What follows belongs to an exercise in optimizing a design on an open flow for small area and few clock cycles per item; a production flow would make more cautious choices. Only simulation tests tie the RTL to the original design; equivalence was not proved.

Design swept_tone_voice, start of the top module:
module swept_tone_voice #(
    parameter int SINE_TABLE_BITS = stv_pkg::SINE_TABLE_BITS_DEF,
    parameter int COUNT_BITS      = stv_pkg::COUNT_BITS_DEF
) (
    input  logic        i_clk,
    input  logic        i_rst_n,
    input  logic        s_axis_tvalid,
    output logic        s_axis_tready,
    input  logic [23:0] s_axis_tdata,    
    input  logic [0:0]  s_axis_tuser,    
    output logic        m_axis_tvalid,
    input  logic        m_axis_tready,
    output logic [39:0] m_axis_tdata,    
    output logic [0:0]  m_axis_tuser,    
    input  logic        i_cfg_we,
    input  logic [2:0]  i_cfg_index,
    input  logic [31:0] i_cfg_data
);
    stv_pkg::t_cfg r_cfg;
    logic [31:0] w_cfg_d0;
    logic [24:0] w_cfg_d1;    
    logic [7:0]  w_cfg_en;
    stv_cfg_data u_cfg_data (.i_data(i_cfg_data), .i_rst_n(i_rst_n), .o_d0(w_cfg_d0), .o_d1(w_cfg_d1));
    always_comb begin
        for (int k = 0; k < 8; k++) w_cfg_en[k] = !i_rst_n || (i_cfg_we && (i_cfg_index == 3'(k)));
    end
    always_ff @(posedge i_clk) begin
        if (w_cfg_en[REG_WAVE_TYPE])       r_cfg.wave_type       <= w_cfg_d0[1:0];
        if (w_cfg_en[REG_START_INCREMENT]) r_cfg.start_increment <= w_cfg_d0[30:0];
        if (w_cfg_en[REG_SWEEP_FACTOR])    r_cfg.sweep_factor    <= {w_cfg_d0[31], w_cfg_d1[24], w_cfg_d0[29:0]};
        if (w_cfg_en[REG_ATTACK_SAMPLES])  r_cfg.attack_samples  <= w_cfg_d0[19:0];
        if (w_cfg_en[REG_ATTACK_STEP])     r_cfg.attack_step     <= w_cfg_d0[23:0];
        if (w_cfg_en[REG_DECAY_START])     r_cfg.decay_start     <= w_cfg_d0[23:0];
        if (w_cfg_en[REG_DECAY_FACTOR])    r_cfg.decay_factor    <= w_cfg_d1[23:0];
        if (w_cfg_en[REG_NOTE_LENGTH])     r_cfg.note_length     <= {w_cfg_d0[19:1], w_cfg_d1[0]};
    end
    logic r_v1, r_v2;
    logic w_ready2, w_ready1, w_accept;
    assign w_ready2      = !r_v2 || m_axis_tready;
    assign w_ready1      = !r_v1 || w_ready2;
    assign s_axis_tready = w_ready1;
    assign w_accept      = s_axis_tvalid && w_ready1;
    logic [31:0] r_phase, r_inc;
    logic [19:0] r_idx;
    logic [23:0] r_env;
    logic        r_note_on;
    logic        w_start, w_active, w_in_att, w_at_att, w_not_end;
  ...
Settings: LEC_CHECK=0, CAP_MARGIN=20, CORE_MARGIN=2, CORE_UTILIZATION=40, CTS_CLUSTER_DIAMETER=60, CTS_CLUSTER_SIZE=25, SLEW_MARGIN=20, SYNTH_HIERARCHICAL=1, SYNTH_MEMORY_MAX_BITS=32768, SYNTH_MINIMUM_KEEP_SIZE=0; clock period 13.0 ns.
run.sh (not shown) runs the stock make flow with config.mk's settings and CLKGATE_MAP_FILE= SYNTH_SCRIPT=/design/flow/synth_recipe.tcl, a recipe that flattens the netlist after the stock synthesis.
Testbench counts at the start, summed over its fixed seeds: cycles 19,442, items 18,162.
Next try:
--- a/flow/design.v
+++ b/flow/design.v
@@ -10322,21 +10322,21 @@
         w_env_used  = (!w_in_att && w_at_att) ? r_cfg.decay_start : e_env;
         w_env_next  = w_in_att ? w_att_next : w_dec_next;
         w_inc_next  = (|w_inc_prod[33:32]) ? 32'hFFFF_FFFF : w_inc_prod[31:0];
     end
     stv_mul_inc u_mul_inc (.a(e_inc), .b(r_cfg.sweep_factor), .q(w_inc_prod));
     stv_mul_dec u_mul_dec (.a(w_env_used), .b(r_cfg.decay_factor), .q(w_dec_next));
     logic w_load;
-    assign w_load = w_accept && (w_active || w_start);
+    assign w_load = w_accept && w_active;
     always_ff @(posedge i_clk) begin
         if (w_load) begin
-            r_phase <= w_active ? w_phase_new : 32'd0;
-            r_inc   <= w_active ? w_inc_next : {1'b0, r_cfg.start_increment};
-            r_idx   <= w_active ? w_idx_next : 20'd0;
-            r_env   <= w_active ? w_env_next : 24'd0;
+            r_phase <= w_phase_new;
+            r_inc   <= w_inc_next;
+            r_idx   <= w_idx_next;
+            r_env   <= w_env_next;
         end
     end
     always_ff @(posedge i_clk) begin
         if (!i_rst_n) begin
             r_note_on <= 1'b0;
         end else if (w_accept) begin
             r_note_on <= w_active && w_not_end;
After rerunning: Fmax drops by about 0.7%. Worst hold slack gains 14 ps. Global-route usage increases by 0.42 points. Via count goes up by 0.57%. Register-to-register slack is better by 380 ps. First-iteration DRC count decreases by about 4.3%. Synthesized cell count decreases by 0.42%. Routed wire length climbs by about 1.7%. Cell area hardly moves.
Testbench counts after the change, summed over its fixed seeds: cycles 19,442, items 18,162.

[what the ideal ports hide]
The results above use ideal ports. As a check the final layouts listed here were re-extracted and re-timed, cells and wires unchanged.
Step 1: set_driving_cell puts a clkbuf_16 on i_clk and a buf_2 on each other input, an assumption about the parent block.
Step 2 moves the port delays by t, midway between the first and last clock arrival at a register: inputs arrive t later, outputs are due t later. That takes back most of the time a late clock gives input paths.
a / b / c = ideal ports / drivers / drivers and shift; a / b = the first two.
| run | shift t [ns] | setup slack, ns | worst register clock-pin slew, ns |
|---|---|---|---|
| the first run | 0.677 | 1.413 / 1.355 / 0.678 | 0.09 / 0.09 |
| the second run | 0.683 | 1.331 / 1.318 / 0.635 | 0.09 / 0.09 |
After both steps every run listed still meets setup and hold. The setup slack of the first run, which loses most, moves by -0.058 ns with the drivers and by -0.735 ns with both steps.
